Context: an optimization exercise on an open-source flow, tuned for small area, a short achievable clock period and few clock cycles per item. The choices shown serve that exercise and are no tape-out recipe. Where RTL was checked, it was by simulation tests only, not by an equivalence proof against the original.

== v6 ==
==> module power_calc, before the edit <==
module power_calc (
    input  logic        clk,
    input  logic        rst,
    input  logic        in_valid,
    input  logic [19:0] in_data_1,
    input  logic [2:0]  in_data_2,
    output logic        busy,
    output logic        out_valid,
    output logic [59:0] out_data
);
    logic [19:0] b_r;        
    logic [9:0]  a_r;        
    logic [2:0]  j_r;        
    logic [2:0]  rem_r;      
    logic        act_r;      
    logic        first_r;    
    logic        small_r;    
    logic        kzero_r;    
    logic        gate_r;     
    logic        stall_r;    
    logic        bsmall_r;   
    logic [2:0]  nlast_r;    
    logic        busy_r;
    logic [9:0]  ls_r;       
    logic [9:0]  lc_r;       
    logic [19:0] cs_r;       
    logic [19:0] cc_r;       
    logic        co_r;       
    logic        cv_r;       
    logic [2:0]  cj_r;       
    logic        clast_r;    
    logic        cfin_r;     
    logic        ckz_r;      
    logic [59:0] acc_r;      
    logic        ov_r;
    logic [29:0] ts, tc;     
    logic [10:0] lo;         
    logic [19:0] hi;         
    logic [9:0]  wlo;        
    logic [19:0] whi;
    logic        last;
    logic        run;
    logic        tcyc;       
    logic        fin;
    logic        take;
    logic [59:0] view;       
    logic [9:0]  a_nxt;      
    logic [9:0]  a_base;     
    logic        a_lo;       
    logic        a_hi;       
    power_calc_csa u_csa (
        .a  (a_r),
        .b  (b_r),
        .cs (gate_r ? cs_r : 20'd0),
        .cc (gate_r ? cc_r : 20'd0),
        .s  (ts),
        .c  (tc)
    );
    logic [11:0] lo_x;
    logic [19:0] hi0;
    logic [20:0] hi1_x;
    assign lo_x  = {1'b0, ls_r, co_r} + {1'b0, lc_r, co_r};
    assign lo    = lo_x[11:1];
    assign hi0   = cs_r + cc_r;
    assign hi1_x = {cs_r, 1'b1} + {cc_r, 1'b1};
    assign hi    = lo[10] ? hi1_x[20:1] : hi0;
    assign wlo   = ckz_r ? 10'd0 : lo[9:0];
    assign whi   = ckz_r ? 20'd1 : hi;
    always_comb begin
        view = acc_r;
        if (cv_r) begin
            for (int i = 0; i < 6; i++) begin
                if (cj_r != 3'd0 && i == int'(cj_r) - 1) view[10*i +: 10] = wlo;
                if (clast_r && i == int'(cj_r))           view[10*i +: 10] = whi[9:0];
                if (clast_r && i == int'(cj_r) + 1)       view[10*i +: 10] = whi[19:10];
                if (clast_r && i > int'(cj_r) + 1)        view[10*i +: 10] = 10'd0;
            end
        end
    end
    assign last = (j_r == 3'd0) ? bsmall_r : (first_r | (j_r == nlast_r));
    assign tcyc = act_r & ~stall_r;
    assign run  = tcyc & ~small_r;
    assign fin  = tcyc & (small_r | (last & (rem_r == 3'd1)));
    assign take = in_valid & ~busy_r;
    always_comb begin
        if (first_r) begin
            a_nxt = b_r[19:10];
        end else begin
            case (j_r)
                3'd0:    a_nxt = acc_r[19:10];
                3'd1:    a_nxt = acc_r[29:20];
                3'd2:    a_nxt = acc_r[39:30];
                default: a_nxt = acc_r[49:40];
            endcase
        end
    end
    always_comb begin
        a_lo   = 1'b0;
        a_hi   = 1'b0;
        a_base = a_nxt;
        if (stall_r) begin
            a_lo = (cj_r == 3'd1);
            a_hi = (cj_r == 3'd0);
        end else if (last) begin
            a_base = acc_r[9:0];
            a_lo   = cv_r & (cj_r == 3'd1);
        end else begin
            a_lo   = cv_r & ~first_r & (j_r == 3'd0) & (cj_r == 3'd2);
        end
    end
    logic        act_nt, stall_nt, first_nt, last_nt, busy_nt, busy_new;
    logic [2:0]  j_nt, rem_nt, nlast_nt;
    assign act_nt   = act_r & ~fin;
    assign stall_nt = run & last & (rem_r != 3'd1) & (j_r[2:1] == 2'd0);
    assign j_nt     = run ? (last ? 3'd0 : j_r + 3'd1) : j_r;
    assign first_nt = first_r & ~(run & last);
    assign rem_nt   = (run & last) ? rem_r - 3'd1 : rem_r;
    logic        top;        
    assign top      = lo[10] ? |hi1_x[20:11] : |hi0[19:10];
    assign nlast_nt = (cv_r & clast_r) ? cj_r + {2'd0, top} : nlast_r;
    assign last_nt  = (j_nt == 3'd0) ? bsmall_r
                    : (first_nt | (~(cv_r & clast_r) & (j_nt == nlast_r)));
    assign busy_nt  = act_nt & (stall_nt | ~last_nt | (rem_nt != 3'd1));
    assign busy_new = ~((in_data_2 < 3'd2) | ((in_data_2 == 3'd2) & ~|in_data_1[19:10]));
    always_ff @(posedge clk) begin
        if (rst) begin
            act_r   <= 1'b0;
            stall_r <= 1'b0;
            busy_r  <= 1'b0;
            cv_r    <= 1'b0;
            co_r    <= 1'b0;
            ov_r    <= 1'b0;
        end else begin
            ov_r    <= cv_r & cfin_r;
            cv_r    <= tcyc;
            co_r    <= cv_r & ~clast_r & lo[10];
            stall_r <= stall_nt;
            act_r   <= take | act_nt;
            busy_r  <= take ? busy_new : busy_nt;
        end
    end
    always_ff @(posedge clk) begin
        if (cv_r) acc_r <= view;
        nlast_r <= nlast_nt;
        ls_r    <= ts[9:0];
        lc_r    <= tc[9:0];
        cs_r    <= ts[29:10];
        cc_r    <= tc[29:10];
        cj_r    <= small_r ? 3'd1 : j_r;
        clast_r <= small_r | last;
        cfin_r  <= small_r | (last & (rem_r == 3'd1));
        ckz_r   <= small_r & kzero_r;
        a_r     <= take ? ((in_data_2 < 3'd2) ? 10'd1 : in_data_1[9:0])
                        : (a_lo ? lo[9:0] : (a_hi ? hi[9:0] : a_base));
        j_r     <= j_nt;
        gate_r  <= (j_nt != 3'd0);
        first_r <= first_nt;
        rem_r   <= rem_nt;
        if (take) begin
            b_r      <= in_data_1;
            bsmall_r <= ~|in_data_1[19:10];
            j_r      <= 3'd0;
            gate_r   <= 1'b0;
            first_r  <= 1'b1;
            small_r  <= in_data_2 < 3'd2;
            kzero_r  <= in_data_2 == 3'd0;
            rem_r    <= (in_data_2 > 3'd5) ? 3'd4 : in_data_2 - 3'd1;
        end
    end
    assign busy      = busy_r;
    assign out_valid = ov_r;
    assign out_data  = acc_r;
endmodule
export LEC_CHECK = 0
export CAP_MARGIN = 20
export CORE_MARGIN = 2
export CORE_UTILIZATION = 40
export SLEW_MARGIN = 20
export SYNTH_HIERARCHICAL = 1
export SYNTH_MINIMUM_KEEP_SIZE = 0
create_clock -name core_clock -period 10.0 [get_ports {clk}]
standard.sh (not shown) runs the stock make flow with config.mk's settings and CLKGATE_MAP_FILE= SYNTH_SCRIPT=/design/flow/synth_recipe.tcl, a recipe that flattens the netlist after the stock synthesis.
==> flow/flow/run.sh <==
#!/bin/bash
set -euo pipefail
bash standard.sh SETUP_SLACK_MARGIN=6.5 "BUFFER_PORTS_ARGS=-buffer_cell sky130_fd_sc_hd__buf_2" finish > standard_flow.log 2>&1
Modified inputs, v7 compared to v6
--- a/flow/design.v
+++ b/flow/design.v
@@ -53,20 +53,18 @@
         .b  (b_r),
         .cs (gate_r ? cs_r : 20'd0),
         .cc (gate_r ? cc_r : 20'd0),
         .s  (ts),
         .c  (tc)
     );
-    logic [11:0] lo_x;
-    logic [19:0] hi0;
-    logic [20:0] hi1_x;
-    assign lo_x  = {1'b0, ls_r, co_r} + {1'b0, lc_r, co_r};
-    assign lo    = lo_x[11:1];
-    assign hi0   = cs_r + cc_r;
-    assign hi1_x = {cs_r, 1'b1} + {cc_r, 1'b1};
-    assign hi    = lo[10] ? hi1_x[20:1] : hi0;
+    logic [30:0] sum_x;
+    logic [29:0] sum;
+    assign sum_x = {cs_r, ls_r, co_r} + {cc_r, lc_r, co_r};
+    assign sum   = sum_x[30:1];
+    assign lo  = {sum[10] ^ cs_r[0] ^ cc_r[0], sum[9:0]};
+    assign hi  = sum[29:10];
     assign wlo   = ckz_r ? 10'd0 : lo[9:0];
     assign whi   = ckz_r ? 20'd1 : hi;
     always_comb begin
         view = acc_r;
         if (cv_r) begin
             for (int i = 0; i < 6; i++) begin
@@ -113,13 +111,13 @@
     assign act_nt   = act_r & ~fin;
     assign stall_nt = run & last & (rem_r != 3'd1) & (j_r[2:1] == 2'd0);
     assign j_nt     = run ? (last ? 3'd0 : j_r + 3'd1) : j_r;
     assign first_nt = first_r & ~(run & last);
     assign rem_nt   = (run & last) ? rem_r - 3'd1 : rem_r;
     logic        top;        
-    assign top      = lo[10] ? |hi1_x[20:11] : |hi0[19:10];
+    assign top      = |hi[19:10];
     assign nlast_nt = (cv_r & clast_r) ? cj_r + {2'd0, top} : nlast_r;
     assign last_nt  = (j_nt == 3'd0) ? bsmall_r
                     : (first_nt | (~(cv_r & clast_r) & (j_nt == nlast_r)));
     assign busy_nt  = act_nt & (stall_nt | ~last_nt | (rem_nt != 3'd1));
     assign busy_new = ~((in_data_2 < 3'd2) | ((in_data_2 == 3'd2) & ~|in_data_1[19:10]));
     always_ff @(posedge clk) begin
[summary]
- Non-clock buffer instance count of the final layout came out lower on v7 than on v6.
- Going from v6 to v7, final sequential cell count has remained practically unchanged; vertical extent of the die lost about 1%; vias per cell went down about 2%.
- Fraction of cell area in non-clock buffers (lower): v7
- Compared with v6, v7 shows a lower area growth from synthesis to layout.
Testbench counts of v7, summed over its fixed seeds: cycles 12,967, items 1,920.
Only the layout flow was run in v6; the RTL was not checked for function there.

==> separate check: timing with driven ports <==
How much do the figures lean on ideal ports? The routed layouts below were timed once more, with nothing changed but the port constraints.
Step 1 assumes that a clkbuf_16 drives the clock port and a buf_2 every other input.
Step 2 also shifts input and output timing later by t, the mid clock arrival at the registers, as if the neighbouring blocks saw the same clock.
Slacks: ideal / step 1 / step 2; pairs: ideal / step 1.
| run | shift t [ns] | setup WS [ns] | worst data-port slew with drivers (ns) |
|---|---|---|---|
| v6 | 0.495 | 6.542 / 6.542 / 6.423 | 0.04 |
| v7 | 0.491 | 6.541 / 6.541 / 6.253 | 0.04 |
After both steps setup and hold are still met in every run listed. The setup slack of v7, which loses most, moves by 0.000 ns with the drivers and by -0.288 ns with both steps.
